What follows belongs to an exercise in optimizing a design on an open flow for small area and a short achievable clock period; a production flow would make more cautious choices. Function was checked by simulation only, so behaviour that the tests miss may differ from the original. Power figures rest on the tool's default switching activity, not on a simulated workload.

==> design.v <==
package streebog_pkg;
  localparam int BLOCK_BITS = 512;
  localparam int LEN_W      = 10;
endpackage
module streebog_hsel (
  input  logic hold,
  input  logic sel_s,
  input  logic sel_p,
  input  logic h,
  input  logic s_n,
  input  logic p_n,
  output logic d
);
  assign d = ~((hold & ~h) | (sel_s & s_n) | (sel_p & p_n));
endmodule
module streebog_rdy (
  input  logic sl,
  input  logic m,
  input  logic nf_n,
  input  logic fr,
  input  logic nc,
  output logic y
);
  assign y = ~nf_n | (fr & m) | (nc & ~sl);
endmodule
module streebog_inv (
  input  logic a,
  output logic y
);
  assign y = ~a;
endmodule
module streebog_block_packer #(
  parameter int IN_WIDTH  = 64,
  parameter int OUT_DEPTH = 2
) (
  input  logic                               clk_i,
  input  logic                               rstn_i,
  input  logic                               abort_i,
  input  logic [IN_WIDTH-1:0]                s_data_i,
  input  logic                               s_valid_i,
  output logic                               s_ready_o,
  input  logic                               s_last_i,
  input  logic [$clog2(IN_WIDTH/8+1)-1:0]    s_nbytes_i,
  output logic [511:0]                       m_data_o,
  output logic                               m_valid_o,
  input  logic                               m_ready_i,
  output logic                               m_last_o,
  output logic [9:0]                         m_last_len_o,
  output logic                               busy_o
);
  logic [2:0]   cnt_q;
  logic         ready_q;
  logic         hd_v_q, sc_v_q;
  logic         rdy_full_q;  
  logic         rdy_fr_q;    
  logic         rdy_nc_q;    
  logic         s_rdy;
  logic         busy_q;
  logic [2:0]   cnt_d;
  logic         hd_v_d, sc_v_d;
  logic [447:0] asm_q;
  logic [511:0] hd_q, sc_q;    
  logic [6:0]   hd_len_q, sc_len_q;    
  logic         hd_last_q, sc_last_q;
  logic         s_last_n, s_last, m_ready_n, m_ready;
  logic         cnt7, closes, accept, push, pop, keep, clr;
  logic         hd_hold, hd_sc, hd_pd;
  logic [511:0] pd_n, hd_d;
  logic [7:0]   bm;         
  logic [63:0]  wd;         
  logic [3:0]   nb_eff;
  logic         pad_next;   
  logic [511:0] pd;         
  logic [6:0]   pd_len;
  logic         pd_last;
  streebog_inv u_last_inv (
    .a(s_last_i),
    .y(s_last_n)
  );
  assign s_last = ~s_last_n;
  streebog_inv u_ready_inv (
    .a(m_ready_i),
    .y(m_ready_n)
  );
  assign m_ready = ~m_ready_n;
  assign cnt7      = (cnt_q == 3'd7);
  assign closes    = s_last || cnt7;
  streebog_rdy u_rdy (
    .sl  (s_last_i),
    .m   (m_ready_i),
    .nf_n(rdy_full_q),
    .fr  (rdy_fr_q),
    .nc  (rdy_nc_q),
    .y   (s_ready_o)
  );
  assign s_rdy = ready_q && (!closes || !sc_v_q || m_ready);
  assign accept    = s_valid_i && s_rdy && !abort_i;
  assign push      = accept && closes;
  assign pop       = hd_v_q && m_ready && !abort_i;
  always_comb begin
    nb_eff = s_last ? s_nbytes_i : 4'd8;
    for (int j = 0; j < 8; j++) begin
      bm[j] = (nb_eff > 4'(j));
      for (int b = 0; b < 8; b++) wd[8*j+b] = s_data_i[8*j+b] && bm[j];
      if (nb_eff == 4'(j)) wd[8*j] = 1'b1;
    end
    pad_next = (nb_eff == 4'd8);
    for (int k = 0; k < 7; k++)
      pd[64*k +: 64] = asm_q[64*k +: 64] | (cnt_q == 3'(k) ? wd : 64'd0);
    pd[448 +: 64] = cnt7 ? wd : 64'd0;
    for (int k = 1; k < 8; k++)
      if (cnt_q == 3'(k - 1) && pad_next) pd[64*k] = 1'b1;
    pd_last = s_last;
    pd_len  = {cnt_q, 3'd0} + 7'(nb_eff);
  end
  always_comb begin
    cnt_d  = cnt_q;
    hd_v_d = hd_v_q;
    sc_v_d = sc_v_q;
    if (abort_i) begin
      cnt_d  = '0;
      hd_v_d = 1'b0;
      sc_v_d = 1'b0;
    end else begin
      if (accept) cnt_d = closes ? 3'd0 : cnt_q + 3'd1;
      if (push && !pop) begin
        hd_v_d = 1'b1;
        sc_v_d = hd_v_q;
      end else if (pop && !push) begin
        hd_v_d = sc_v_q;
        sc_v_d = 1'b0;
      end
    end
  end
  always_ff @(posedge clk_i or negedge rstn_i) begin
    if (!rstn_i) begin
      cnt_q   <= '0;
      ready_q <= 1'b0;
      hd_v_q  <= 1'b0;
      sc_v_q  <= 1'b0;
      busy_q  <= 1'b0;
    end else begin
      ready_q <= 1'b1;
      cnt_q   <= cnt_d;
      hd_v_q  <= hd_v_d;
      sc_v_q  <= sc_v_d;
      busy_q  <= (cnt_d != 3'd0) || hd_v_d;
    end
  end
  always_ff @(posedge clk_i or negedge rstn_i) begin
    if (!rstn_i) begin
      rdy_fr_q <= 1'b0;
      rdy_nc_q <= 1'b0;
    end else begin
      rdy_fr_q <= sc_v_d || (cnt_d == 3'd7);
      rdy_nc_q <= (cnt_d != 3'd7);
    end
  end
  always_ff @(posedge clk_i or negedge rstn_i) begin
    if (!rstn_i) rdy_full_q <= 1'b1;
    else         rdy_full_q <= sc_v_d;
  end
  assign keep = accept && !closes;
  assign clr  = !ready_q || abort_i || push;
  always_ff @(posedge clk_i) begin
    for (int k = 0; k < 7; k++)
      if (clr || cnt_q == 3'(k)) asm_q[64*k +: 64] <= keep ? s_data_i : 64'd0;
  end
  always_ff @(posedge clk_i) begin
    if (!sc_v_q || m_ready) begin
      sc_q      <= pd_n;    
      sc_len_q  <= pd_len;
      sc_last_q <= pd_last;
    end
    if (!hd_v_q || m_ready) begin
      hd_len_q  <= sc_v_q ? sc_len_q  : pd_len;
      hd_last_q <= sc_v_q ? sc_last_q : pd_last;
    end
  end
  assign hd_hold = hd_v_q && !m_ready;
  assign hd_sc   = !hd_hold && sc_v_q;
  assign hd_pd   = !hd_hold && !sc_v_q;
  assign pd_n    = ~pd;
  for (genvar i = 0; i < 512; i++) begin : g_hd
    streebog_hsel u_hsel (
      .hold (hd_hold),
      .sel_s(hd_sc),
      .sel_p(hd_pd),
      .h    (hd_q[i]),
      .s_n  (sc_q[i]),
      .p_n  (pd_n[i]),
      .d    (hd_d[i])
    );
  end
  always_ff @(posedge clk_i) hd_q <= hd_d;
  assign m_valid_o    = hd_v_q;
  assign m_data_o     = hd_q;
  assign m_last_len_o = {hd_len_q, 3'd0};
  assign m_last_o     = hd_last_q;
  assign busy_o       = busy_q;
endmodule
==> flow/run.sh <==
#!/bin/bash
# Layout flow: the standard ORFS flow (standard.sh) with three changes.
#  1. Synthesis keeps the bit-level helper modules streebog_hsel,
#     streebog_rdy and streebog_inv as black boxes; Yosys then fills them in
#     with the gates of flow/cells_map.v (an inverter and an a222oi per head
#     bit, nand3(nand2, nand2(inv)) for s_ready_o, and inverters that isolate
#     the other loads of s_last_i and m_ready_i). Every register comes from
#     the standard synthesis unchanged.
#  2. The port buffers of global placement are made as the smallest buffer
#     (timing repair still resizes any of them).
#  3. Pin placement keeps s_last_i, s_ready_o and m_ready_i together
#     (flow/io.tcl).
set -euo pipefail
export BUFFER_PORTS_ARGS="-buffer_cell sky130_fd_sc_hd__buf_1"
export SYNTH_BLACKBOXES="streebog_hsel streebog_rdy streebog_inv"
export PRE_IO_PLACEMENT_TCL="$PWD/flow/io.tcl"
R="$PWD/orfs/results/${FLOW_PLATFORM}/streebog_block_packer/base"
LIB="$FLOW_HOME/platforms/${FLOW_PLATFORM}/lib/sky130_fd_sc_hd__tt_025C_1v80.lib"

bash standard.sh "$R/1_2_yosys.v" > synth.log 2>&1
cp "$R/1_2_yosys.v" netlist_synth.v
yosys -p "read_liberty -lib -ignore_miss_func $LIB; read_verilog netlist_synth.v; techmap -map flow/cells_map.v; opt_clean -purge; stat -liberty $LIB; write_verilog -noattr -noexpr -nohex -nodec netlist_mapped.v" > map_cells.log 2>&1
cp netlist_mapped.v "$R/1_2_yosys.v"
bash standard.sh > standard_flow.log 2>&1
==> flow/cells_map.v <==
// Gate-level bodies for the helper modules that synthesis keeps as black
// boxes (see run.sh). Same functions as in rtl/streebog_block_fifo.sv.
module streebog_hsel (hold, sel_s, sel_p, h, s_n, p_n, d);
  input hold, sel_s, sel_p, h, s_n, p_n;
  output d;
  wire h_n;
  sky130_fd_sc_hd__inv_1 u_inv (.A(h), .Y(h_n));
  sky130_fd_sc_hd__a222oi_1 u_aoi (.A1(hold), .A2(h_n), .B1(sel_s), .B2(s_n),
                                   .C1(sel_p), .C2(p_n), .Y(d));
endmodule

module streebog_rdy (sl, m, nf_n, fr, nc, y);
  input sl, m, nf_n, fr, nc;
  output y;
  wire t1, t2, sl_n;
  sky130_fd_sc_hd__nand2_1 u_t1 (.A(fr), .B(m), .Y(t1));
  sky130_fd_sc_hd__inv_1 u_sl (.A(sl), .Y(sl_n));
  sky130_fd_sc_hd__nand2_1 u_t2 (.A(sl_n), .B(nc), .Y(t2));
  sky130_fd_sc_hd__nand3_1 u_y (.A(t1), .B(t2), .C(nf_n), .Y(y));
endmodule

module streebog_inv (a, y);
  input a;
  output y;
  sky130_fd_sc_hd__inv_2 u_inv (.A(a), .Y(y));
endmodule
==> flow/io.tcl <==
# Keep the ports of the only input-to-output path (s_last_i and m_ready_i to
# s_ready_o) next to each other on the die's edge.
set_io_pin_constraint -group -order -pin_names {s_last_i s_ready_o m_ready_i}
==> standard.sh <==
#!/bin/bash
# synth_recipe.tcl (not shown) runs the flow's synth.tcl, then flattens the netlist and writes it again
# the make line also repeats each setting of config.mk as NAME=value (left out here)
make -C /OpenROAD-flow-scripts/flow DESIGN_CONFIG=/design/flow/config.mk WORK_HOME=/design/flow/orfs CLKGATE_MAP_FILE= SYNTH_SCRIPT=/design/flow/synth_recipe.tcl "${@:-finish}"
==> config.mk <==
export PLATFORM = sky130hd
export DESIGN_NAME = streebog_block_packer
export DESIGN_NICKNAME = streebog_block_packer
export VERILOG_FILES = /design/flow/design.v
export SDC_FILE = /design/flow/constraint.sdc
export NUM_CORES = 4
export LEC_CHECK = 0
export CAP_MARGIN = 20
export CORE_MARGIN = 2
export CORE_UTILIZATION = 45
export CTS_BUF_LIST = sky130_fd_sc_hd__clkbuf_16
export CTS_CLUSTER_DIAMETER = 100
export CTS_CLUSTER_SIZE = 20
export SETUP_SLACK_MARGIN = 3.0
export SLEW_MARGIN = 20
==> constraint.sdc <==
create_clock -name core_clock -period 5.5 [get_ports {clk_i}]
set_input_delay 1.1000 -clock core_clock [delete_from_list [all_inputs] [get_ports {clk_i}]]
set_output_delay 1.1000 -clock core_clock [all_outputs]
set_load 0.01 [all_outputs]
==> key figures, run 1 <==
Drt
  – Via count: 33700
  – Vias per std cell: 5.96
  – Post-route ant nets: 0
  – DRC viols: 0
  – Total wire length: 161000 um
  – First-pass DRT Iterations: 17
  – WL/cell: 28.5 um
  – 1st-iter DRT viols: 5560

CTS
  – TritonCTS clock tree: yes
  – Worst skew pair latency: 0.69 ns
  – Reg clk slew, reported paths: 0.08 ns
  – Max Root-Sink Buffers: 3
  – Sink Count: 1498
  – CTS H-tree lvls: 3
  – CTS Buf Count: 85
  – CTS root buf: clkbuf_16

STA
  – Slew HR: 39.6%
  – Fin crit share: 47.4%
  – Max Freq: 384 MHz
  – Endpoints failing setup: 0
  – Final Skew: 0.0208 ns
  – Setup TNS: 0 ns
  – Worst Max-Slew Pin Slew: 0.906 ns
  – Post-layout min period: 2.61 ns
  – Min Hold Slack: 0.365 ns
  – Slew Viols, Final: 0
  – RSZ-0062 raised after global routing: true
  – Worst Setup Slack, final: 2.89 ns
  – Endpoints failing hold: 0

Critical path
  – Setup crit end kind: output port
  – CP max FO: 2
  – Critical path class: in2out
  – Arr. time, crit path: 1.51 ns
  – WP data required: 4.40 ns
  – CP Launch Type: input pin
  – Internal reg-to-reg setup slack: 3.05 ns

Min path
  – Hold Crit Class: in2async

Run status
  – Status: timing/DRC/antenna clean

Die
  – Die footprint: 117000 um2
  – Core Region: 113000 um2
  – Die height: 342 um
  – Die Wd: 342 um
  – I/O Pins: 600
  – Std-Cell Rows: 123
  – Initial Util: 45.5%

Synth
  – Synthesized area: 51400 um2
  – Synth warn: 1
  – Synth Area per Inst: 15.1 um2
  – Synthesized netlist cell count: 3407

Placement
  – Dpl hpwl: 90100 um
  – Worst slack, placed: 1.49 ns
  – Gpl congestion: 0.768
  – IO Port Bufs: 596
  – Placed cell areas: 55800 um2

Power and ir drop
  – VDD IR max: 0.000254 V
  – Pwr/cell area: 355 nW/um2
  – Static Leak: 23.5 nW
  – Tot Pwr: 0.0211 W

Global route
  – Largest net degree at the start of global routing: 228
  – Initial antenna violation count: 20
  – Vias in the first global route: 31500
  – First-pass GRT wire length: 224000 um
  – Grt ovf: 0
  – Gr usage total: 26.4%

Run
  – MaxCap Viol Count: 0

Finish
  – Commonest non-fill, non-tap cell in the layout: edfxtp_1
  – Fin area: 59500 um2
  – Most frequent cells in the layout: edfxtp_1, inv_1, buf_1
  – Final Net Count: 4159
  – Share of cells above drive strength 1: 8.03%
  – Area growth, synth to finish: 15.8%
-- per-layer routing --
layer	routed length, um	GRT usage, %
met1	64700	36.7
met2	76100	41.5
met3	15400	5.56
met4	5060	9.05
met5	129	0
-- worst max-delay path: stages --
cell and delay, ns:
buf_12 0.10, clkinv_4 0.05, nand2_4 0.05, nand3_2 0.06, buf_6 0.14
-- stage by stage --
| stage | std cells | utilization, % |
|---|---|---|
| floorplan | 3409 | - |
| global placement | 5421 | 49.4 |
| detailed placement | 5421 | 49.4 |
| CTS | 5625 | 52.4 |
| global route | 5650 | 52.7 |
| finish | 5652 | 52.7 |
-- layout make-up --
cell class              count  area (um2)
diodes                      6        15.0
clock buffers              87        2180
clock inverters            69         279
fillers                  9605       53300
inverters                 528        2010
multi-input cells        1254        9490
flip-flops and latches   1498       39800
well taps                1500        1880
repair buffers            710        3840
-- path summary, 6_finish.rpt --
kind,cells past startpoint,start,end
hold / removal,1,rstn_i,rdy_fr_q
setup / recovery,5,s_last_i,s_ready_o
hold reg to reg,1,sc_q[439],hd_q[439]
min in group core_clock,1,sc_q[439],hd_q[439]
max in group asynchronous,1,rstn_i,cnt_q[2]
setup reg to reg,9,cnt_q[0],busy_q
-- sequential cells by signal, summed over array words and instances, names as in the netlist --
signal and cells:
asm_q 448, busy_q 1, cnt_q 3, hd_last_q 1
hd_len_q 7, hd_q 512, hd_v_q 1, rdy_fr_q 1
rdy_full_q 1, rdy_nc_q 1, ready_q 1, sc_last_q 1
sc_len_q 7, sc_q 512, sc_v_q 1
-- timing repair --
item / CTS / global route
endpoints found under the setup margin: 2099 / 467
pin swaps: 6 / 1
endpoints found under the hold margin: 0 / 0
resized for setup: 94 / 56
hold buffers: 0 / 0
cloned: 12 / 2
buffers inserted: 36 / 18
-- report_power, final --
group | internal (W) | total (W) | leakage [nW] | switching (W)
registers | 0.0127 | 0.0131 | 14.3 | 0.000397
clock network | 0.00289 | 0.00650 | 1.44 | 0.00361
logic | 0.000486 | 0.00151 | 7.78 | 0.00102
==> run 2, diff against run 1 <==
--- a/config.mk
+++ b/config.mk
@@ -7,7 +7,7 @@
 export LEC_CHECK = 0
 export CAP_MARGIN = 20
 export CORE_MARGIN = 2
-export CORE_UTILIZATION = 45
+export CORE_UTILIZATION = 55
 export CTS_BUF_LIST = sky130_fd_sc_hd__clkbuf_16
 export CTS_CLUSTER_DIAMETER = 100
 export CTS_CLUSTER_SIZE = 20
==> key figures, run 2 <==
Power and ir drop
  – Sw frac: 23.8%
  – Logic gate share of total power: 7.3%
  – Static Leak: 23.5 nW
  – VDD IR max: 0.000224 V
  – Sequential power share: 62.3%
  – Clk pwr share: 30.4%
  – Tot Pwr: 0.0211 W
  – Pwr/cell area: 356 nW/um2
  – Sw Pwr: 0.00501 W
  – Internal power: 0.0161 W

CTS
  – TritonCTS clock tree: yes
  – Worst skew pair latency: 0.69 ns
  – CTS Buf Count: 84
  – CTS H-tree lvls: 3
  – CTS root buf: clkbuf_16
  – Reg clk slew, reported paths: 0.09 ns
  – Max Root-Sink Buffers: 3
  – Sink Count: 1498

Finish
  – Post-layout util: 63.7%
  – Biggest regs: hd_q x512, sc_q x512, asm_q x448
  – Commonest non-fill, non-tap cell in the layout: edfxtp_1
  – Share of cells above drive strength 1: 7.59%
  – Most frequent cells in the layout: edfxtp_1, inv_1, buf_1
  – Area growth, synth to finish: 15.3%
  – Final Net Count: 4147

Global route
  – Grt ovf: 0
  – Initial antenna violation count: 14
  – Gr usage total: 31.9%
  – First-pass GRT wire length: 223000 um
  – Largest net degree at the start of global routing: 106
  – Vias in the first global route: 32800

Die
  – Initial Util: 55.3%
  – Die footprint: 95900 um2
  – Std-Cell Rows: 112
  – Core Region: 92900 um2
  – Die height: 310 um
  – I/O Pins: 600
  – Die Wd: 310 um

Run
  – MaxCap Viol Count: 0

STA
  – Endpoints failing hold: 0
  – Fin crit share: 47.0%
  – Slew HR: 49.0%
  – Worst Max-Slew Pin Slew: 0.759 ns
  – RSZ-0062 raised after global routing: true
  – Slew Viols, Final: 0
  – Setup TNS: 0 ns
  – Post-layout min period: 2.58 ns
  – Endpoints failing setup: 0
  – Final Skew: 0.0392 ns
  – Max Freq: 387 MHz

Critical path
  – Setup crit start: s_last_i
  – Internal reg-to-reg setup slack: 3.02 ns
  – Setup crit end kind: output port
  – RR Startpoint: cnt_q[1]
  – Crit Reg-Reg Endpoint: asm_q[12]
  – CP Launch Type: input pin
  – Arr. time, crit path: 1.48 ns
  – WP data required: 4.40 ns
  – Critical path class: in2out
  – CP max FO: 2
  – Cells on worst reg2reg path: 8

Drt
  – WL/cell: 29.7 um
  – Total wire length: 160000 um
  – Via count: 34600
  – Post-route ant nets: 0
  – First-pass DRT Iterations: 15
  – Vias per std cell: 6.40
  – 1st-iter DRT viols: 6631
  – DRC viols: 0

Run status
  – Status: timing/DRC/antenna clean

Synth
  – Synth warn: 1
  – Synthesized netlist cell count: 3407
  – Synthesized area: 51400 um2
  – Synth Area per Inst: 15.1 um2

Min path
  – Hold Crit Class: in2async

Placement
  – Gpl congestion: 0.839
  – IO Port Bufs: 596
  – Dpl hpwl: 90000 um
==> run 2: worst max-delay path, stage by stage <==
cell and delay, ns:
buf_8 0.11, inv_2 0.04, nand2_2 0.04, nand3_2 0.06, buf_6 0.12
==> run 2: layer usage <==
metal  vias to the layer above  wire length [um]  track usage [%]
li1                      14700                 -                -
met1                     17400             60800             43.5
met2                      2127             74400             49.7
met3                       283             18500             7.19
met4                        10              6640             13.2
met5                         -                71                0
==> run 2: how the worst max path moves through the flow <==
stage	to	slack, ns	cells past startpoint
after detailed placement	hd_q[320]	1.42	9
after global routing	s_ready_o	2.90	5
after CTS	s_ready_o	2.93	2
final	s_ready_o	2.92	5
after floorplan	hd_q[0]	-18.75	5
after global placement	hd_q[384]	1.61	9
==> run 2: repair_timing <==
action                                  in CTS  in global routing
buffers inserted                            29                  9
hold buffers                                 0                  0
endpoints found under the setup margin    2064                876
pin swaps                                    5                  3
endpoints found under the hold margin        0                  0
gates cloned                                16                  7
resized for setup                           87                 76
==> run 2: cell type report <==
type | count | area, um2
antenna | 7 | 17.5
clock buffer | 86 | 2150
clock inverter | 70 | 295
fill | 7121 | 33700
inverter | 528 | 2000
multi-input combinational | 1260 | 9580
sequential | 1498 | 39800
tap | 1254 | 1570
timing repair buffer | 693 | 3800
==> run 2: through the flow <==
step,area (um2),hold WS [ns],cells,setup WS [ns]
final,59200,0.368,5396,2.92
after floorplan,51400,0.430,3409,-18.75
after global placement,55400,0.436,5171,1.61
after CTS,58700,0.343,5372,2.93
after detailed placement,55400,0.440,5171,1.42
after global routing,59200,0.388,5391,2.90
==> run 2: power by group through the flow <==
stage	Combinational, W	Clock, W	Sequential (W)
floorplan	0.000689	0	0.0134
global placement	0.00138	0	0.0134
detailed placement	0.00143	0	0.0134
CTS	0.00150	0.00651	0.0131
global route	0.00168	0.00692	0.0132
finish	0.00155	0.00642	0.0131
==> run 3, diff against run 2 <==
--- a/design.v
+++ b/design.v
@@ -60,8 +60,7 @@
   logic         hd_v_d, sc_v_d;
   logic [447:0] asm_q;
   logic [511:0] hd_q, sc_q;    
-  logic [6:0]   hd_len_q, sc_len_q;    
-  logic         hd_last_q, sc_last_q;
+  logic [7:0]   hd_md_q, sc_md_q, hd_md_d, pd_md_n;
   logic         s_last_n, s_last, m_ready_n, m_ready;
   logic         cnt7, closes, accept, push, pop, keep, clr;
   logic         hd_hold, hd_sc, hd_pd;
@@ -168,13 +167,8 @@
   end
   always_ff @(posedge clk_i) begin
     if (!sc_v_q || m_ready) begin
-      sc_q      <= pd_n;    
-      sc_len_q  <= pd_len;
-      sc_last_q <= pd_last;
-    end
-    if (!hd_v_q || m_ready) begin
-      hd_len_q  <= sc_v_q ? sc_len_q  : pd_len;
-      hd_last_q <= sc_v_q ? sc_last_q : pd_last;
+      sc_q    <= pd_n;       
+      sc_md_q <= pd_md_n;    
     end
   end
   assign hd_hold = hd_v_q && !m_ready;
@@ -193,9 +187,22 @@
     );
   end
   always_ff @(posedge clk_i) hd_q <= hd_d;
+  assign pd_md_n = ~{pd_last, pd_len};
+  for (genvar i = 0; i < 8; i++) begin : g_hm
+    streebog_hsel u_hsel (
+      .hold (hd_hold),
+      .sel_s(hd_sc),
+      .sel_p(hd_pd),
+      .h    (hd_md_q[i]),
+      .s_n  (sc_md_q[i]),
+      .p_n  (pd_md_n[i]),
+      .d    (hd_md_d[i])
+    );
+  end
+  always_ff @(posedge clk_i) hd_md_q <= hd_md_d;
   assign m_valid_o    = hd_v_q;
   assign m_data_o     = hd_q;
-  assign m_last_len_o = {hd_len_q, 3'd0};
-  assign m_last_o     = hd_last_q;
+  assign m_last_len_o = {hd_md_q[6:0], 3'd0};
+  assign m_last_o     = hd_md_q[7];
   assign busy_o       = busy_q;
 endmodule
--- a/flow/run.sh
+++ b/flow/run.sh
@@ -1,5 +1,5 @@
 #!/bin/bash
-# Layout flow: the standard ORFS flow (standard.sh) with three changes.
+# Layout flow: the standard ORFS flow (standard.sh) with these changes.
 #  1. Synthesis keeps the bit-level helper modules streebog_hsel,
 #     streebog_rdy and streebog_inv as black boxes; Yosys then fills them in
 #     with the gates of flow/cells_map.v (an inverter and an a222oi per head
@@ -10,10 +10,13 @@
 #     (timing repair still resizes any of them).
 #  3. Pin placement keeps s_last_i, s_ready_o and m_ready_i together
 #     (flow/io.tcl).
+#  4. Clock tree synthesis with the cluster settings of config.mk and without
+#     dummy loads.
 set -euo pipefail
 export BUFFER_PORTS_ARGS="-buffer_cell sky130_fd_sc_hd__buf_1"
 export SYNTH_BLACKBOXES="streebog_hsel streebog_rdy streebog_inv"
 export PRE_IO_PLACEMENT_TCL="$PWD/flow/io.tcl"
+export CTS_ARGS="-sink_clustering_enable -repair_clock_nets -sink_clustering_size 20 -sink_clustering_max_diameter 100 -buf_list sky130_fd_sc_hd__clkbuf_16 -dont_use_dummy_load"
 R="$PWD/orfs/results/${FLOW_PLATFORM}/streebog_block_packer/base"
 LIB="$FLOW_HOME/platforms/${FLOW_PLATFORM}/lib/sky130_fd_sc_hd__tt_025C_1v80.lib"
 
==> key figures, run 3 <==
STA
  – Fin crit share: 47.0%
  – Slew Viols, Final: 0
  – RSZ-0062 raised after global routing: true
  – Max Freq: 387 MHz
  – Final Skew: 0.0403 ns
  – Setup TNS: 0 ns
  – Post-layout min period: 2.58 ns
  – Worst Max-Slew Pin Slew: 0.954 ns
  – Endpoints failing hold: 0
  – Endpoints failing setup: 0
  – Slew HR: 36.4%
  – Worst Setup Slack, final: 2.92 ns

Power and ir drop
  – Sw Pwr: 0.00477 W
  – Static Leak: 23.1 nW
  – Internal power: 0.0159 W
  – Pwr/cell area: 352 nW/um2
  – VDD IR max: 0.000213 V
  – Clk pwr share: 29.7%
  – Sw frac: 23.1%
  – Tot Pwr: 0.0207 W
  – Logic gate share of total power: 7.3%
  – Sequential power share: 63.1%

Drt
  – Vias per std cell: 6.46
  – WL/cell: 30.1 um
  – WL met3: 17600 um
  – First-pass DRT Iterations: 15
  – Via count: 34300
  – DRC viols: 0
  – Total wire length: 160000 um
  – DR WL met2: 75300 um
  – Top Metal Used: met5
  – 1st-iter DRT viols: 6592
  – Routed metal-1 wirelength: 60900 um
  – Post-route ant nets: 0

Die
  – Initial Util: 55.2%
  – Std-Cell Rows: 112
  – Die height: 309 um
  – Die Wd: 309 um
  – Core Region: 92900 um2
  – I/O Pins: 600
  – Die footprint: 95700 um2

Finish
  – Multi-input logic area: 9510 um2
  – Most frequent cells in the layout: edfxtp_1, buf_1, inv_1
  – Biggest regs: hd_q x512, sc_q x512, asm_q x448
  – Commonest non-fill, non-tap cell in the layout: edfxtp_1
  – Seq. cell area: 39700 um2
  – Area growth, synth to finish: 14.5%
  – Fill cells: 7149
  – Post-layout util: 63.2%
  – Share of cells above drive strength 1: 7.24%
  – Final Net Count: 4144

Critical path
  – Arr. time, crit path: 1.48 ns
  – Setup crit end kind: output port
  – CP cell instances: buf_2 -> nand2_2 -> nand3_2 -> buf_6
  – Setup crit start: m_ready_i
  – Critical path class: in2out
  – Crit path buf inv count: 2
  – Crit path max-delay family: buffers and inverters
  – CP Launch Type: input pin
  – CP max FO: 2
  – WP data required: 4.40 ns
  – Slowest stage cell on the critical path: buf_6
  – Slowest stage delay, CP: 0.14 ns
  – RR Startpoint: cnt_q[1]

Global route
  – Largest net degree at the start of global routing: 242
  – Gr usage total: 31.7%
  – Grt ovf: 0
  – First-pass GRT wire length: 221000 um
  – Initial antenna violation count: 16
  – Vias in the first global route: 32800

Synth
  – Synthesized area: 51300 um2
  – Synthesized netlist cell count: 3404
  – Synth Area per Inst: 15.1 um2
  – Synth warn: 1

CTS
  – CTS root buf: clkbuf_16
  – Reg clk slew, reported paths: 0.09 ns
  – Sink Count: 1498
  – Cts hold-fix bufs: 0
  – CTS Buf Count: 84
  – CTS H-tree lvls: 3
  – TritonCTS clock tree: yes
  – Worst skew pair latency: 0.67 ns
  – Max Root-Sink Buffers: 3

Placement
  – Gpl congestion: 0.842
  – IO Port Bufs: 596
  – Worst slack, placed: 1.41 ns
  – Dpl hpwl: 87600 um

Run status
  – Status: timing/DRC/antenna clean

Min path
  – Hold Crit Class: in2async

Run
  – MaxCap Viol Count: 0
-- run 3: layer usage --
metal	vias up	track usage (%)
li1	14600	-
met1	17400	42.6
met2	1978	50.5
met3	285	7.59
met4	18	12.1
met5	-	0
-- run 3: final timing paths --
kind / end / depth (start not counted) / slack (ns)
setup / recovery: s_ready_o / 4 / 2.92
max in group asynchronous: hd_v_q / 1 / 4.70
setup reg to reg: asm_q[290] / 8 / 2.99
min in group core_clock: hd_q[67] / 1 / 0.42
hold reg to reg: hd_q[67] / 1 / 0.42
hold / removal: rdy_fr_q / 1 / 0.38
-- run 3: power groups by stage --
stage | Sequential (W) | Combinational (W) | Clock (W)
after floorplan | 0.0134 | 0.000655 | 0
after global placement | 0.0132 | 0.00137 | 0
after detailed placement | 0.0133 | 0.00141 | 0
after CTS | 0.0130 | 0.00147 | 0.00622
after global routing | 0.0131 | 0.00162 | 0.00660
final | 0.0130 | 0.00150 | 0.00613
-- run 3: area by class of cell --
class                   instances  share of cell area, %
inverters                     534                   3.43
clock buffers                  84                   3.58
flip-flops and latches       1498                   67.7
multi-input cells            1253                   16.2
well taps                    1254                   2.67
diodes                          6                 0.0256
repair buffers                691                   6.43
-- run 3: what timing repair did --
item                                    4_1_cts  5_1_grt
resized for setup                            95       56
setup buffers                                23       20
endpoints found under the setup margin     1909     1297
pin swaps                                     8        1
cloned                                       16        6
-- run 3: metrics by stage --
stage	area, um2	hold WS [ns]	std cells
finish	58700	0.375	5320
global route	58700	0.436	5316
CTS	58200	0.386	5287
detailed placement	55300	0.441	5164
global placement	55300	0.436	5164
floorplan	51300	0.430	3406
-- run 3: worst reg2reg max path, cell delays in order, from the launching register on --
cell       delay, ns
dfrtp_2         0.47
ha_2            0.23
ha_4            0.17
and2b_4         0.30
nor2b_4         0.07
a21oi_2         0.27
clkbuf_16       0.25
nand2b_4        0.12
bufbuf_16       0.34
==> run 4, diff against run 3 <==
--- a/config.mk
+++ b/config.mk
@@ -11,5 +11,6 @@
 export CTS_BUF_LIST = sky130_fd_sc_hd__clkbuf_16
 export CTS_CLUSTER_DIAMETER = 100
 export CTS_CLUSTER_SIZE = 20
+export PLACE_DENSITY = 0.8
 export SETUP_SLACK_MARGIN = 3.0
 export SLEW_MARGIN = 20
==> key figures, run 4 <==
Power and ir drop
  – Sequential power share: 63.3%
  – Static Leak: 23.2 nW
  – VDD IR max: 0.000272 V
  – Tot Pwr: 0.0207 W
  – Internal power: 0.0159 W
  – Clk pwr share: 29.6%
  – Sw Pwr: 0.00477 W
  – Sw frac: 23.1%
  – Pwr/cell area: 351 nW/um2
  – Logic gate share of total power: 7.1%

Critical path
  – Cells on worst reg2reg path: 8
  – Slowest stage delay, CP: 0.13 ns
  – CP Launch Type: input pin
  – Slowest stage cell on the critical path: buf_6
  – CP max FO: 2
  – Critical path class: in2out
  – WP data required: 4.40 ns
  – Arr. time, crit path: 1.51 ns
  – Internal reg-to-reg setup slack: 3.03 ns
  – RR Startpoint: cnt_q[1]
  – Setup crit start: s_last_i
  – Crit Reg-Reg Endpoint: asm_q[369]
  – Worst Setup EP: s_ready_o
  – CP cell instances: buf_12 -> inv_2 -> nand2_2 -> nand3_2 -> buf_6
  – Setup crit end kind: output port

Global route
  – First-pass GRT wire length: 219000 um
  – Vias in the first global route: 33200
  – Largest net degree at the start of global routing: 174
  – Initial antenna violation count: 12
  – Gr usage total: 31.3%
  – Grt ovf: 0

Die
  – Die footprint: 95700 um2
  – I/O Pins: 600
  – Die height: 309 um
  – Initial Util: 55.2%
  – Std-Cell Rows: 112
  – Die Wd: 309 um
  – Core Region: 92900 um2

Finish
  – Share of cells above drive strength 1: 7.73%
  – Most frequent cells in the layout: edfxtp_1, buf_1, inv_1
  – Final Net Count: 4171
  – Commonest non-fill, non-tap cell in the layout: edfxtp_1
  – Biggest regs: hd_q x512, sc_q x512, asm_q x448
  – Non-filler cells, final: 5345
  – Area growth, synth to finish: 15.0%

STA
  – RSZ-0062 raised after global routing: true
  – Slew Viols, Final: 0
  – Post-layout min period: 2.61 ns
  – Final Skew: 0.0646 ns
  – Fin crit share: 47.4%
  – Slew HR: 13.6%
  – Worst Max-Slew Pin Slew: 1.30 ns
  – Endpoints failing setup: 0
  – Worst Setup Slack, final: 2.89 ns
  – Endpoints failing hold: 0
  – Max Freq: 384 MHz
  – Setup TNS: 0 ns

CTS
  – Worst skew pair latency: 0.67 ns
  – Max Root-Sink Buffers: 3
  – CTS H-tree lvls: 3
  – Reg clk slew, reported paths: 0.09 ns
  – Cts hold-fix bufs: 0
  – TritonCTS clock tree: yes
  – CTS Buf Count: 85
  – CTS root buf: clkbuf_16
  – Sink Count: 1498

Drt
  – Total wire length: 159000 um
  – Vias per std cell: 6.62
  – 1st-iter DRT viols: 8287
  – First-pass DRT Iterations: 17
  – Top Metal Used: met5
  – Via count: 35400
  – WL/cell: 29.8 um
  – Post-route ant nets: 0
  – DR WL met2: 74400 um
  – WL met3: 19700 um
  – Routed metal-1 wirelength: 57900 um
  – DRC viols: 0

Run status
  – Status: timing/DRC/antenna clean

Placement
  – IO Port Bufs: 596
  – Gpl congestion: 0.826
  – Dpl cells: 5175
  – Dpl hpwl: 86200 um
  – Worst slack, placed: 1.44 ns

Synth
  – Synth Area per Inst: 15.1 um2
  – Synth warn: 1
  – Synthesized netlist cell count: 3404
  – Synthesized area: 51300 um2

Min path
  – Hold Crit Class: in2async

Run
  – MaxCap Viol Count: 0
run 4: changes by cell type in the layout (fill, tap and decap cells not counted), sizes merged:
cell,change
clkbuf,-2
buf,+22
bufbuf,+4
and2,-2
diode,-2
and2b,-1
nand2b,+5
nor2,+1
run 4: stage by stage:
step / cell area, um2 / utilization, % / hold WS, ns
after floorplan: 51300 / - / 0.430
after global placement: 55300 / 59.6 / 0.434
after detailed placement: 55300 / 59.6 / 0.440
after CTS: 58400 / 62.9 / 0.384
after global routing: 59000 / 63.5 / 0.426
final: 59000 / 63.5 / 0.398
run 4: repair_timing:
item,in CTS,in global routing
gates resized for setup,99,56
setup endpoints to repair,2135,707
cloned,18,10
pin swaps,9,2
buffers inserted,35,18
endpoints found under the hold margin,0,0
run 4: worst min path at each step:
| stage | from | to | slack, ns | depth (start not counted) |
|---|---|---|---|---|
| final | rstn_i | rdy_fr_q | 0.40 | 1 |
| after global routing | rstn_i | rdy_fr_q | 0.43 | 1 |
| after CTS | rstn_i | rdy_fr_q | 0.38 | 1 |
| after detailed placement | sc_q[450] | hd_q[450] | 0.44 | 1 |
| after global placement | sc_q[489] | hd_q[489] | 0.43 | 1 |
| after floorplan | sc_md_q[3] | hd_md_q[3] | 0.43 | 1 |
run 4: power groups by stage:
| stage | combinational [W] | clock (W) | sequential, W |
|---|---|---|---|
| floorplan | 0.000655 | 0 | 0.0134 |
| global placement | 0.00126 | 0 | 0.0133 |
| detailed placement | 0.00132 | 0 | 0.0133 |
| CTS | 0.00140 | 0.00617 | 0.0131 |
| global route | 0.00158 | 0.00654 | 0.0131 |
| finish | 0.00147 | 0.00613 | 0.0131 |
run 4: final cells by class:
class                           instances  area (um2)
Fill cell                            6678       33900
Antenna cell                            4        10.0
Multi-Input combinational cell       1256        9580
Clock buffer                           85        2130
Tap cell                             1254        1570
Sequential cell                      1498       39700
Timing Repair Buffer                  714        3960
Inverter                              534        2010
run 4: critical path: cells and delay by family:
kind,cells,cell delay (ns)
buffers and inverters,3,0.29
and+or+nand+nor,2,0.11
run 4: routing by layer:
metal | track usage, % | up-vias
met1 | 43.2 | 17400
met5 | 0 | -
met3 | 5.98 | 362
met2 | 48.9 | 2864
li1 | - | 14700
met4 | 14.0 | 10
==> run 5, diff against run 4 <==
--- a/config.mk
+++ b/config.mk
@@ -7,10 +7,9 @@
 export LEC_CHECK = 0
 export CAP_MARGIN = 20
 export CORE_MARGIN = 2
-export CORE_UTILIZATION = 55
+export CORE_UTILIZATION = 62
 export CTS_BUF_LIST = sky130_fd_sc_hd__clkbuf_16
 export CTS_CLUSTER_DIAMETER = 100
 export CTS_CLUSTER_SIZE = 20
-export PLACE_DENSITY = 0.8
 export SETUP_SLACK_MARGIN = 3.0
 export SLEW_MARGIN = 20
==> key figures, run 5 <==
Run status
  – Status: timing/DRC/antenna clean

STA
  – Worst Max-Slew Pin Slew: 1.18 ns
  – Slew Viols, Final: 0
  – Endpoints failing hold: 0
  – Fin crit share: 46.8%
  – RSZ-0062 raised after global routing: true
  – Max Freq: 389 MHz
  – Slew HR: 21.6%
  – Setup TNS: 0 ns
  – Post-layout min period: 2.57 ns
  – Endpoints failing setup: 0
  – Final Skew: 0.0349 ns

Critical path
  – WP data required: 4.40 ns
  – Arr. time, crit path: 1.47 ns
  – CP max FO: 2
  – Cells on worst reg2reg path: 6
  – Slowest stage delay, CP: 0.13 ns
  – Setup crit end kind: output port
  – Crit path max-delay family: buffers and inverters
  – Critical path class: in2out
  – Crit path depth: 5
  – Crit path buf inv count: 3
  – CP Launch Type: input pin
  – Internal reg-to-reg setup slack: 2.99 ns
  – Slowest stage cell on the critical path: buf_6
  – CP cell instances: buf_8 -> inv_4 -> nand2_2 -> nand3_2 -> buf_6

Drt
  – Post-route ant nets: 0
  – Vias per std cell: 6.75
  – Via count: 34600
  – 1st-iter DRT viols: 6158
  – DRC viols: 0
  – Total wire length: 155000 um
  – First-pass DRT Iterations: 17
  – WL/cell: 30.3 um

Finish
  – Final Net Count: 4141
  – Area growth, synth to finish: 13.6%
  – Post-layout util: 71.1%
  – Share of cells above drive strength 1: 7.30%
  – Biggest regs: hd_q x512, sc_q x512, asm_q x448
  – Commonest non-fill, non-tap cell in the layout: edfxtp_1
  – Fill cells: 5640
  – Most frequent cells in the layout: edfxtp_1, buf_1, inv_1

Global route
  – First-pass GRT wire length: 222000 um
  – Gr usage total: 35.4%
  – Initial antenna violation count: 17
  – Grt ovf: 0
  – Largest net degree at the start of global routing: 205
  – Vias in the first global route: 33300

Synth
  – Synthesized area: 51300 um2
  – Synth warn: 1
  – Synth Area per Inst: 15.1 um2
  – Synthesized netlist cell count: 3404

Die
  – Std-Cell Rows: 105
  – I/O Pins: 600
  – Die height: 292 um
  – Initial Util: 62.6%
  – Core Region: 82000 um2
  – Die Wd: 292 um
  – Die footprint: 85000 um2

CTS
  – CTS root buf: clkbuf_16
  – Max Root-Sink Buffers: 3
  – Worst skew pair latency: 0.65 ns
  – CTS Buf Count: 84
  – Cts hold-fix bufs: 0
  – CTS H-tree lvls: 3
  – Reg clk slew, reported paths: 0.09 ns
  – TritonCTS clock tree: yes
  – Sink Count: 1498

Power and ir drop
  – Pwr/cell area: 353 nW/um2
  – Logic gate share of total power: 7.2%
  – Clk pwr share: 29.5%
  – Internal power: 0.0159 W
  – Sequential power share: 63.2%
  – Sw frac: 22.9%
  – Sw Pwr: 0.00472 W
  – Static Leak: 22.9 nW
  – VDD IR max: 0.000323 V

Placement
  – IO Port Bufs: 596
  – Dpl hpwl: 86800 um
  – Gpl congestion: 0.848

Run
  – MaxCap Viol Count: 0

Min path
  – Hold Crit Class: in2async
[run 5: what timing repair did]
item,in CTS,in global routing
pin swaps,7,2
resized for setup,89,47
endpoints found under the setup margin,1967,817
endpoints found under the hold margin,0,0
setup buffers,38,3
cloned,20,3
[run 5: power groups by stage]
stage	Combinational (W)	Sequential [W]	Clock (W)
floorplan	0.000655	0.0134	0
global placement	0.00135	0.0132	0
detailed placement	0.00139	0.0133	0
CTS	0.00146	0.0130	0.00614
global route	0.00159	0.0131	0.00653
finish	0.00149	0.0130	0.00608
[run 5: routing by layer]
layer | vias up | wire length (um) | GRT usage [%] | share of wire [%]
li1 | 14600 | - | - | -
met1 | 17400 | 56100 | 47.1 | 36
met2 | 2279 | 72900 | 55.5 | 47
met3 | 341 | 19400 | 9.89 | 12
met4 | 20 | 6870 | 14.8 | 4.4
met5 | - | 128 | 0 | 0.082
[run 5: metrics by stage]
step | hold WS [ns] | std cells | area [um2] | power [W] | setup WS [ns]
finish | 0.399 | 5135 | 58300 | 0.0206 | 2.93
floorplan | 0.430 | 3406 | 51300 | 0.0140 | -14.84
global route | 0.436 | 5132 | 58300 | 0.0212 | 2.91
detailed placement | 0.439 | 4979 | 55000 | 0.0147 | 1.34
CTS | 0.397 | 5121 | 58000 | 0.0206 | 2.92
global placement | 0.435 | 4979 | 55000 | 0.0146 | 1.47
[run 5: worst paths after layout]
check	start	to
hold / removal	rstn_i	rdy_nc_q
setup / recovery	s_last_i	s_ready_o
setup reg to reg	cnt_q[0]	hd_q[311]
hold reg to reg	sc_q[115]	hd_q[115]
min in group core_clock	sc_q[115]	hd_q[115]
max in group asynchronous	rstn_i	cnt_q[2]
[run 5: worst register-to-register path, delay by kind of cell, from the launching register on]
family	cells	cell delay, ns
AO/OA/AOI/OAI	2	0.58
adder cells (fa/ha/maj)	1	0.27
buffers and inverters	2	0.60
flip-flops	1	0.47
AND/OR/NAND/NOR	1	0.45
[run 5: area by class of cell]
cell class	count	area [um2]	share of cell area (%)
antenna	8	20.0	0.0344
clock buffer	84	2100	3.61
timing repair buffer	685	3490	5.99
sequential	1498	39700	68.2
multi-input combinational	1256	9580	16.4
inverter	534	2010	3.45
tap	1070	1340	2.30
==> run 6, diff against run 5 <==
--- a/design.v
+++ b/design.v
@@ -18,10 +18,10 @@
   input  logic m,
   input  logic nf_n,
   input  logic fr,
-  input  logic nc,
+  input  logic nc_n,
   output logic y
 );
-  assign y = ~nf_n | (fr & m) | (nc & ~sl);
+  assign y = ~nf_n | (fr & m) | (~nc_n & ~sl);
 endmodule
 module streebog_inv (
   input  logic a,
@@ -53,7 +53,7 @@
   logic         hd_v_q, sc_v_q;
   logic         rdy_full_q;  
   logic         rdy_fr_q;    
-  logic         rdy_nc_q;    
+  logic         rdy_c7_q;    
   logic         s_rdy;
   logic         busy_q;
   logic [2:0]   cnt_d;
@@ -89,7 +89,7 @@
     .m   (m_ready_i),
     .nf_n(rdy_full_q),
     .fr  (rdy_fr_q),
-    .nc  (rdy_nc_q),
+    .nc_n(rdy_c7_q),
     .y   (s_ready_o)
   );
   assign s_rdy = ready_q && (!closes || !sc_v_q || m_ready);
@@ -147,17 +147,17 @@
     end
   end
   always_ff @(posedge clk_i or negedge rstn_i) begin
+    if (!rstn_i) rdy_fr_q <= 1'b0;
+    else         rdy_fr_q <= sc_v_d || (cnt_d == 3'd7);
+  end
+  always_ff @(posedge clk_i or negedge rstn_i) begin
     if (!rstn_i) begin
-      rdy_fr_q <= 1'b0;
-      rdy_nc_q <= 1'b0;
+      rdy_full_q <= 1'b1;
+      rdy_c7_q   <= 1'b1;
     end else begin
-      rdy_fr_q <= sc_v_d || (cnt_d == 3'd7);
-      rdy_nc_q <= (cnt_d != 3'd7);
-    end
-  end
-  always_ff @(posedge clk_i or negedge rstn_i) begin
-    if (!rstn_i) rdy_full_q <= 1'b1;
-    else         rdy_full_q <= sc_v_d;
+      rdy_full_q <= sc_v_d;
+      rdy_c7_q   <= (cnt_d == 3'd7);
+    end
   end
   assign keep = accept && !closes;
   assign clr  = !ready_q || abort_i || push;
--- a/flow/run.sh
+++ b/flow/run.sh
@@ -3,7 +3,7 @@
 #  1. Synthesis keeps the bit-level helper modules streebog_hsel,
 #     streebog_rdy and streebog_inv as black boxes; Yosys then fills them in
 #     with the gates of flow/cells_map.v (an inverter and an a222oi per head
-#     bit, nand3(nand2, nand2(inv)) for s_ready_o, and inverters that isolate
+#     bit, o211ai(nand2) for s_ready_o, and inverters that isolate
 #     the other loads of s_last_i and m_ready_i). Every register comes from
 #     the standard synthesis unchanged.
 #  2. The port buffers of global placement are made as the smallest buffer
--- a/flow/cells_map.v
+++ b/flow/cells_map.v
@@ -9,14 +9,12 @@
                                    .C1(sel_p), .C2(p_n), .Y(d));
 endmodule
 
-module streebog_rdy (sl, m, nf_n, fr, nc, y);
-  input sl, m, nf_n, fr, nc;
+module streebog_rdy (sl, m, nf_n, fr, nc_n, y);
+  input sl, m, nf_n, fr, nc_n;
   output y;
-  wire t1, t2, sl_n;
+  wire t1;
   sky130_fd_sc_hd__nand2_1 u_t1 (.A(fr), .B(m), .Y(t1));
-  sky130_fd_sc_hd__inv_1 u_sl (.A(sl), .Y(sl_n));
-  sky130_fd_sc_hd__nand2_1 u_t2 (.A(sl_n), .B(nc), .Y(t2));
-  sky130_fd_sc_hd__nand3_1 u_y (.A(t1), .B(t2), .C(nf_n), .Y(y));
+  sky130_fd_sc_hd__o211ai_1 u_y (.A1(sl), .A2(nc_n), .B1(t1), .C1(nf_n), .Y(y));
 endmodule
 
 module streebog_inv (a, y);
--- a/config.mk
+++ b/config.mk
@@ -7,7 +7,7 @@
 export LEC_CHECK = 0
 export CAP_MARGIN = 20
 export CORE_MARGIN = 2
-export CORE_UTILIZATION = 62
+export CORE_UTILIZATION = 55
 export CTS_BUF_LIST = sky130_fd_sc_hd__clkbuf_16
 export CTS_CLUSTER_DIAMETER = 100
 export CTS_CLUSTER_SIZE = 20
==> key figures, run 6 <==
Placement
  – IO Port Bufs: 596
  – Gpl congestion: 0.826
  – Dpl hpwl: 88600 um

CTS
  – CTS root buf: clkbuf_16
  – Reg clk slew, reported paths: 0.08 ns
  – Max Root-Sink Buffers: 3
  – TritonCTS clock tree: yes
  – Worst skew pair latency: 0.66 ns
  – Sink Count: 1498
  – CTS Buf Count: 84
  – Cts hold-fix bufs: 0
  – CTS H-tree lvls: 3

Die
  – Core Region: 92900 um2
  – Initial Util: 55.2%
  – Die footprint: 95700 um2
  – Die Wd: 309 um
  – I/O Pins: 600
  – Die height: 309 um
  – Std-Cell Rows: 112

Critical path
  – Internal reg-to-reg setup slack: 3.03 ns
  – Setup crit end kind: output port
  – Setup crit start: m_ready_i
  – Crit Reg-Reg Endpoint: busy_q
  – Critical path class: in2out
  – CP max FO: 2
  – CP Launch Type: input pin
  – WP data required: 4.40 ns
  – Cells on worst reg2reg path: 8
  – Worst Setup EP: s_ready_o
  – Arr. time, crit path: 1.53 ns
  – RR Startpoint: cnt_q[0]

STA
  – Slew Viols, Final: 0
  – Worst Max-Slew Pin Slew: 1.21 ns
  – Endpoints failing setup: 0
  – Post-layout min period: 2.63 ns
  – RSZ-0062 raised after global routing: true
  – Max Freq: 380 MHz
  – Fin crit share: 47.8%
  – Slew HR: 19.0%
  – Final Skew: 0.0341 ns
  – Endpoints failing hold: 0
  – Setup TNS: 0 ns

Global route
  – Grt ovf: 0
  – Initial antenna violation count: 19
  – First-pass GRT wire length: 223000 um
  – Gr usage total: 32.0%
  – Vias in the first global route: 32700
  – Largest net degree at the start of global routing: 190

Power and ir drop
  – Clk pwr share: 29.6%
  – Internal power: 0.0159 W
  – Logic gate share of total power: 7.3%
  – Pwr/cell area: 352 nW/um2
  – VDD IR max: 0.000243 V
  – Tot Pwr: 0.0206 W
  – Static Leak: 23.0 nW
  – Sequential power share: 63.1%
  – Sw frac: 23.0%
  – Sw Pwr: 0.00475 W

Drt
  – Via count: 34200
  – WL/cell: 30.2 um
  – Vias per std cell: 6.42
  – Total wire length: 161000 um
  – 1st-iter DRT viols: 6414
  – First-pass DRT Iterations: 15
  – Post-route ant nets: 0
  – DRC viols: 0

Run
  – MaxCap Viol Count: 0

Min path
  – Hold Crit Class: in2async

Finish
  – Area growth, synth to finish: 14.4%
  – Biggest regs: hd_q x512, sc_q x512, asm_q x448
  – Fill cells: 7072
  – Commonest non-fill, non-tap cell in the layout: edfxtp_1
  – Share of cells above drive strength 1: 7.62%
  – Final Net Count: 4152
  – Post-layout util: 63.2%
  – Most frequent cells in the layout: edfxtp_1, buf_1, inv_1

Run status
  – Status: timing/DRC/antenna clean

Synth
  – Synthesized netlist cell count: 3402
  – Synth Area per Inst: 15.1 um2
  – Synthesized area: 51300 um2
  – Synth warn: 1
[run 6: changes by cell type in the layout (fill, tap and decap cells not counted), sizes merged]
cell,change
buf,+15
bufbuf,-3
clkbuf,+3
nand2b,-2
nand3,-2
and2,+1
and3,+1
dfrtp,-1
dfstp,+1
diode,+1
inv,-1
nand2,-1
nor2,-1
o211ai,+1
[run 6: power by group through the flow]
stage,sequential (W),clock (W),combinational (W)
after floorplan,0.0134,0,0.000655
after detailed placement,0.0133,0,0.00141
after global placement,0.0132,0,0.00137
final,0.0130,0.00611,0.00151
after global routing,0.0131,0.00655,0.00162
after CTS,0.0130,0.00620,0.00148
[run 6: worst min path at each step]
stage / startpoint / end / cells after the start
floorplan: sc_md_q[3] / hd_md_q[3] / 1
global placement: sc_q[64] / hd_q[64] / 1
detailed placement: sc_q[376] / hd_q[376] / 1
CTS: rstn_i / cnt_q[2] / 1
global route: rstn_i / cnt_q[2] / 1
finish: rstn_i / busy_q / 1
[run 6: cell type report]
class                   count  area, um2  share of cell area [%]
diodes                      9       22.5                  0.0384
clock buffers              84       2100                    3.58
inverters                 533       2010                    3.42
multi-input cells        1253       9560                    16.3
flip-flops and latches   1498      39700                    67.7
well taps                1254       1570                    2.67
repair buffers            700       3700                    6.30
[run 6: critical path, stage by stage]
cell and delay [ns]:
buf_6 0.11, nand2_2 0.06, o211ai_1 0.08, buf_4 0.17
[run 6: through the flow]
step                      setup slack [ns]  std cells  cell area [um2]  hold slack (ns)
final                                 2.87       5331            58700            0.397
after global routing                  2.84       5327            58700            0.435
after CTS                             2.87       5308            58300            0.391
after detailed placement              1.49       5167            55300            0.440
after global placement                1.50       5167            55300            0.436
after floorplan                     -14.84       3404            51300            0.430
[run 6: what timing repair did]
| action | CTS | global route |
|---|---|---|
| gates cloned | 15 | 5 |
| endpoints found under the setup margin | 2269 | 670 |
| hold endpoints to repair | 0 | 0 |
| resized for setup | 83 | 62 |
| buffers inserted | 42 | 9 |
| pin swaps | 8 | 4 |
[run 6: per-layer routing]
metal / track usage [%] / share of wire (%) / routed length, um / vias to the layer above
met5: 0 / 0.042 / 68 / -
met4: 14.1 / 4.5 / 7240 / 12
met3: 7.97 / 12 / 18600 / 288
met2: 50.4 / 47 / 75400 / 2092
met1: 42.6 / 37 / 59700 / 17200
li1: - / - / - / 14600
==> run 7, diff against run 6 <==
--- a/config.mk
+++ b/config.mk
@@ -11,5 +11,5 @@
 export CTS_BUF_LIST = sky130_fd_sc_hd__clkbuf_16
 export CTS_CLUSTER_DIAMETER = 100
 export CTS_CLUSTER_SIZE = 20
-export SETUP_SLACK_MARGIN = 3.0
+export SETUP_SLACK_MARGIN = 2.95
 export SLEW_MARGIN = 20
==> key figures, run 7 <==
Run status
  – Status: timing/DRC/antenna clean

Critical path
  – WP data required: 6.05 ns
  – Cells on worst reg2reg path: 8
  – CP max FO: 19
  – Internal reg-to-reg setup slack: 2.98 ns
  – Setup crit end kind: flop
  – Arr. time, crit path: 3.18 ns
  – CP Launch Type: input pin
  – RR Startpoint: cnt_q[1]
  – Critical path class: in2reg
  – Crit Reg-Reg Endpoint: busy_q

STA
  – Max Freq: 380 MHz
  – Min Hold Slack: 0.415 ns
  – Fin crit share: 47.8%
  – RSZ-0062 raised after global routing: true
  – Worst Max-Slew Pin Slew: 1.18 ns
  – Endpoints failing setup: 0
  – Post-layout min period: 2.63 ns
  – Slew HR: 21.6%
  – Setup TNS: 0 ns
  – Slew Viols, Final: 0
  – Final Skew: 0.0349 ns
  – Endpoints failing hold: 0

Global route
  – Routing usage on met1: 42.5%
  – Vias in the first global route: 32600
  – Peak-usage layer in the global routing report: met2
  – Initial antenna violation count: 14
  – Grt ovf: 0
  – Gr usage total: 32.0%
  – Largest net degree at the start of global routing: 190
  – Met2 Track Usage GR: 50.7%
  – First-pass GRT wire length: 223000 um
  – GR Util met3: 7.95%

Min path
  – Hold Crit Class: in2async

CTS
  – CTS H-tree lvls: 3
  – CTS root buf: clkbuf_16
  – Max Root-Sink Buffers: 3
  – Reg clk slew, reported paths: 0.08 ns
  – Sink Count: 1498
  – Worst skew pair latency: 0.66 ns
  – TritonCTS clock tree: yes
  – CTS Buf Count: 84

Power and ir drop
  – Logic gate share of total power: 7.3%
  – Sequential power share: 63.1%
  – VDD IR max: 0.000243 V
  – Internal power: 0.0159 W
  – Static Leak: 23.0 nW
  – Pwr/cell area: 352 nW/um2
  – Clk pwr share: 29.6%
  – Sw Pwr: 0.00476 W
  – Sw frac: 23.1%

Synth
  – Synth warn: 1
  – Synth Area per Inst: 15.1 um2
  – Synthesized netlist cell count: 3402
  – Synthesized area: 51300 um2

Finish
  – Final Net Count: 4149
  – Share of cells above drive strength 1: 7.23%
  – Most frequent cells in the layout: edfxtp_1, buf_1, inv_1
  – Area growth, synth to finish: 14.3%
  – Biggest regs: hd_q x512, sc_q x512, asm_q x448
  – Fill cells: 7076
  – Commonest non-fill, non-tap cell in the layout: edfxtp_1

Die
  – Die height: 309 um
  – Die Wd: 309 um
  – Die footprint: 95700 um2
  – I/O Pins: 600
  – Std-Cell Rows: 112
  – Initial Util: 55.2%
  – Core Region: 92900 um2

Placement
  – Gpl congestion: 0.826
  – Dpl hpwl: 88600 um
  – IO Port Bufs: 596

Drt
  – WL/cell: 30.1 um
  – Via count: 34300
  – 1st-iter DRT viols: 6645
  – DRC viols: 0
  – Post-route ant nets: 0
  – Total wire length: 160000 um
  – Vias per std cell: 6.45
  – First-pass DRT Iterations: 15

Run
  – MaxCap Viol Count: 0
run 7: worst max path at each step:
stage | from | end | slack [ns] | cells after the start
final | s_last_i | hd_q[155] | 2.87 | 9
after global routing | s_last_i | hd_q[349] | 2.80 | 9
after CTS | hd_v_q | m_valid_o | 2.87 | 1
after detailed placement | abort_i | asm_q[39] | 1.49 | 7
after global placement | abort_i | asm_q[329] | 1.50 | 7
after floorplan | m_ready_i | hd_md_q[0] | -14.84 | 4
run 7: power groups by stage:
stage / Sequential (W) / Clock (W) / Combinational (W)
after floorplan: 0.0134 / 0 / 0.000655
final: 0.0130 / 0.00612 / 0.00151
after global routing: 0.0131 / 0.00655 / 0.00162
after CTS: 0.0130 / 0.00620 / 0.00147
after detailed placement: 0.0133 / 0 / 0.00141
after global placement: 0.0132 / 0 / 0.00137
run 7: final cells by class:
cell class	instances	area, um2	share of cell area [%]
diodes	6	15.0	0.0256
clock buffers	84	2100	3.58
inverters	533	2000	3.42
multi-input cells	1252	9510	16.2
flip-flops and latches	1498	39700	67.8
well taps	1254	1570	2.68
repair buffers	698	3710	6.32
run 7: per-stage QoR:
step | utilization [%] | worst slack, ns | cell area (um2) | instances | total power [W]
4_1_cts | 62.7 | 2.87 | 58200 | 5299 | 0.0207
3_3_place_gp | 59.6 | 1.50 | 55300 | 5167 | 0.0146
2_1_floorplan | - | -14.84 | 51300 | 3404 | 0.0140
5_1_grt | 63.1 | 2.80 | 58600 | 5323 | 0.0213
3_5_place_dp | 59.6 | 1.49 | 55300 | 5167 | 0.0147
6_report | 63.1 | 2.87 | 58600 | 5325 | 0.0206
run 7: worst max-delay path, stage by stage:
cell and delay, ns:
buf_6 0.10, inv_2 0.21, nor2_2 0.12, inv_4 0.29, nor2_4 0.12, buf_4 0.22
nor2b_1 0.50, a21oi_1 0.20, a222oi_1 0.30
run 7: layer usage:
metal	wire length [um]	vias to the layer above
met1	59400	17300
met4	7060	12
met3	18400	298
met5	70	-
met2	75400	2124
li1	-	14600
run 7: timing repair:
item / CTS / global route
setup buffers: 32 / 15
setup endpoints to repair: 2260 / 729
hold buffers: 0 / 0
pin swaps: 7 / 2
cloned: 16 / 5
hold endpoints to repair: 0 / 0
resized for setup: 68 / 58
==> run 8, diff against run 7 <==
--- a/flow/cells_map.v
+++ b/flow/cells_map.v
@@ -13,8 +13,8 @@
   input sl, m, nf_n, fr, nc_n;
   output y;
   wire t1;
-  sky130_fd_sc_hd__nand2_1 u_t1 (.A(fr), .B(m), .Y(t1));
-  sky130_fd_sc_hd__o211ai_1 u_y (.A1(sl), .A2(nc_n), .B1(t1), .C1(nf_n), .Y(y));
+  sky130_fd_sc_hd__nand2_2 u_t1 (.A(fr), .B(m), .Y(t1));
+  sky130_fd_sc_hd__o211ai_4 u_y (.A1(sl), .A2(nc_n), .B1(t1), .C1(nf_n), .Y(y));
 endmodule
 
 module streebog_inv (a, y);
--- a/config.mk
+++ b/config.mk
@@ -11,5 +11,5 @@
 export CTS_BUF_LIST = sky130_fd_sc_hd__clkbuf_16
 export CTS_CLUSTER_DIAMETER = 100
 export CTS_CLUSTER_SIZE = 20
-export SETUP_SLACK_MARGIN = 2.95
+export SETUP_SLACK_MARGIN = 3.0
 export SLEW_MARGIN = 20
==> key figures, run 8 <==
CTS
  – Max Root-Sink Buffers: 3
  – CTS Buf Count: 84
  – TritonCTS clock tree: yes
  – CTS root buf: clkbuf_16
  – Sink Count: 1498
  – Worst skew pair latency: 0.67 ns
  – Reg clk slew, reported paths: 0.08 ns
  – CTS H-tree lvls: 3

Global route
  – Gr usage total: 32.2%
  – First-pass GRT wire length: 224000 um
  – Initial antenna violation count: 20
  – Largest net degree at the start of global routing: 210
  – Grt ovf: 0
  – Vias in the first global route: 32900

Die
  – Die footprint: 95800 um2
  – Core Region: 92900 um2
  – Std-Cell Rows: 112
  – I/O Pins: 600
  – Die Wd: 309 um
  – Die height: 309 um
  – Initial Util: 55.2%

Synth
  – Synth Area per Inst: 15.1 um2
  – Synthesized netlist cell count: 3402
  – Synthesized area: 51300 um2
  – Synth warn: 1

STA
  – Endpoints failing setup: 0
  – Post-layout min period: 2.61 ns
  – Fin crit share: 47.4%
  – Final Skew: 0.0319 ns
  – Slew HR: 17.3%
  – Slew Viols, Final: 0
  – Setup TNS: 0 ns
  – Worst Max-Slew Pin Slew: 1.24 ns
  – Max Freq: 383 MHz
  – RSZ-0062 raised after global routing: true
  – Endpoints failing hold: 0

Drt
  – First-pass DRT Iterations: 17
  – DRC viols: 0
  – Post-route ant nets: 0
  – Total wire length: 161000 um
  – WL/cell: 30.3 um
  – Vias per std cell: 6.45
  – 1st-iter DRT viols: 6504
  – Via count: 34300

Critical path
  – Critical path class: in2out
  – CP Launch Type: input pin
  – WP data required: 4.40 ns
  – Setup crit end kind: output port
  – Arr. time, crit path: 1.51 ns
  – Slowest stage delay, CP: 0.15 ns
  – CP cell instances: buf_8 -> o211ai_4 -> buf_6
  – CP max FO: 2
  – Slowest stage cell on the critical path: o211ai_4

Power and ir drop
  – Static Leak: 23.1 nW
  – VDD IR max: 0.000215 V
  – Pwr/cell area: 352 nW/um2

Placement
  – Dpl hpwl: 86600 um
  – IO Port Bufs: 596
  – Gpl congestion: 0.818

Finish
  – Share of cells above drive strength 1: 7.52%
  – Multi-input logic area: 9600 um2
  – Post-layout util: 63.2%
  – Seq. cell area: 39700 um2
  – Final Net Count: 4141
  – Fill cells: 7049
  – Most frequent cells in the layout: edfxtp_1, buf_1, inv_1
  – Biggest regs: hd_q x512, sc_q x512, asm_q x448
  – Area growth, synth to finish: 14.5%
  – Commonest non-fill, non-tap cell in the layout: edfxtp_1

Min path
  – Hold Crit Class: in2async

Run
  – MaxCap Viol Count: 0

Run status
  – Status: timing/DRC/antenna clean
[run 8: area by class of cell]
| type | instances | share of cell area, % |
|---|---|---|
| sequential | 1498 | 67.6 |
| clock buffer | 84 | 3.58 |
| inverter | 533 | 3.45 |
| multi-input combinational | 1250 | 16.3 |
| timing repair buffer | 692 | 6.29 |
| tap | 1254 | 2.67 |
| antenna | 6 | 0.0256 |
[run 8: what timing repair did]
item / CTS / global route
gates resized for setup: 75 / 84
cloned: 16 / 5
buffers inserted: 33 / 14
endpoints found under the setup margin: 1893 / 891
pin swaps: 9 / 5
hold buffers: 0 / 0
hold endpoints to repair: 0 / 0
[run 8: worst paths after layout]
kind                       startpoint   endpoint  slack [ns]  cells past startpoint
max                          s_last_i  s_ready_o        2.89                      3
min                            rstn_i   rdy_fr_q        0.37                      1
min reg2reg                 sc_q[168]  hd_q[168]        0.44                      1
min in group core_clock     sc_q[168]  hd_q[168]        0.44                      1
max in group asynchronous      rstn_i   cnt_q[2]        4.74                      1
max reg2reg                  cnt_q[0]  hd_q[312]        2.98                      6
[run 8: metal layers]
layer  GRT usage [%]  wire [um]  vias to the layer above  share of wire (%)
met4            13.3       6850                       24                4.3
li1                -          -                    14600                  -
met5               0        136                        -              0.085
met3            9.21      19300                      296                 12
met1            42.0      59200                    17300                 37
met2            51.0      75300                     2086                 47
[run 8: through the flow]
step | setup slack (ns) | instance area (um2) | power, W | instances | hold WS [ns]
4_1_cts | 2.90 | 58200 | 0.0207 | 5291 | 0.345
5_1_grt | 2.89 | 58700 | 0.0213 | 5312 | 0.387
2_1_floorplan | -14.84 | 51300 | 0.0140 | 3404 | 0.430
6_report | 2.89 | 58700 | 0.0207 | 5317 | 0.367
3_5_place_dp | 1.47 | 55200 | 0.0147 | 5158 | 0.440
3_3_place_gp | 1.65 | 55200 | 0.0146 | 5158 | 0.436
[run 8: critical path, delay by kind of cell]
kind | cells | cell delay, ns
buffers and inverters | 2 | 0.25
AOI/OAI and AO/OA | 1 | 0.15
[run 8: where the power goes]
part | internal [W] | switching [W] | total, W
sequential | 0.0127 | 0.000358 | 0.0131
combinational | 0.000466 | 0.00101 | 0.00147
clock | 0.00272 | 0.00340 | 0.00612

==> separate check: timing with driven ports <==
The results above use ideal ports. As a check the final layouts listed here were re-extracted and re-timed, cells and wires unchanged.
Step 1: set_driving_cell puts a clkbuf_16 on clk_i and a buf_2 on each other input, an assumption about the parent block.
Step 2 also shifts input and output timing later by t, the mid clock arrival at the registers, as if the neighbouring blocks saw the same clock.
Three values: no drivers, after step 1, after step 2; two values: the first two.
| run | shift t [ns] | setup slack, ns | worst setup path at the end | latest minus earliest clock arrival (ns) | worst register clock-pin slew, ns |
|---|---|---|---|---|---|
| run 1 | 0.766 | 2.895 / 2.791 / 2.215 | input to register | 0.033 / 0.033 | 0.09 / 0.09 |
| run 2 | 0.738 | 2.917 / 2.825 / 2.211 | input to register | 0.039 / 0.039 | 0.09 / 0.09 |
| run 3 | 0.718 | 2.917 / 2.845 / 2.274 | input to register | 0.041 / 0.041 | 0.09 / 0.09 |
| run 4 | 0.713 | 2.894 / 2.837 / 2.227 | input to register | 0.074 / 0.073 | 0.09 / 0.09 |
| run 5 | 0.712 | 2.926 / 2.871 / 2.225 | input to register | 0.035 / 0.035 | 0.09 / 0.09 |
| run 6 | 0.712 | 2.870 / 2.777 / 2.297 | input to register | 0.037 / 0.037 | 0.09 / 0.09 |
| run 7 | 0.714 | 2.869 / 2.788 / 2.143 | input to register | 0.038 / 0.038 | 0.09 / 0.09 |
| run 8 | 0.730 | 2.892 / 2.803 / 2.282 | input to register | 0.037 / 0.036 | 0.09 / 0.09 |
After both steps every run listed still meets setup and hold. The setup slack of run 7, which loses most, moves by -0.081 ns with the drivers and by -0.726 ns with both steps.
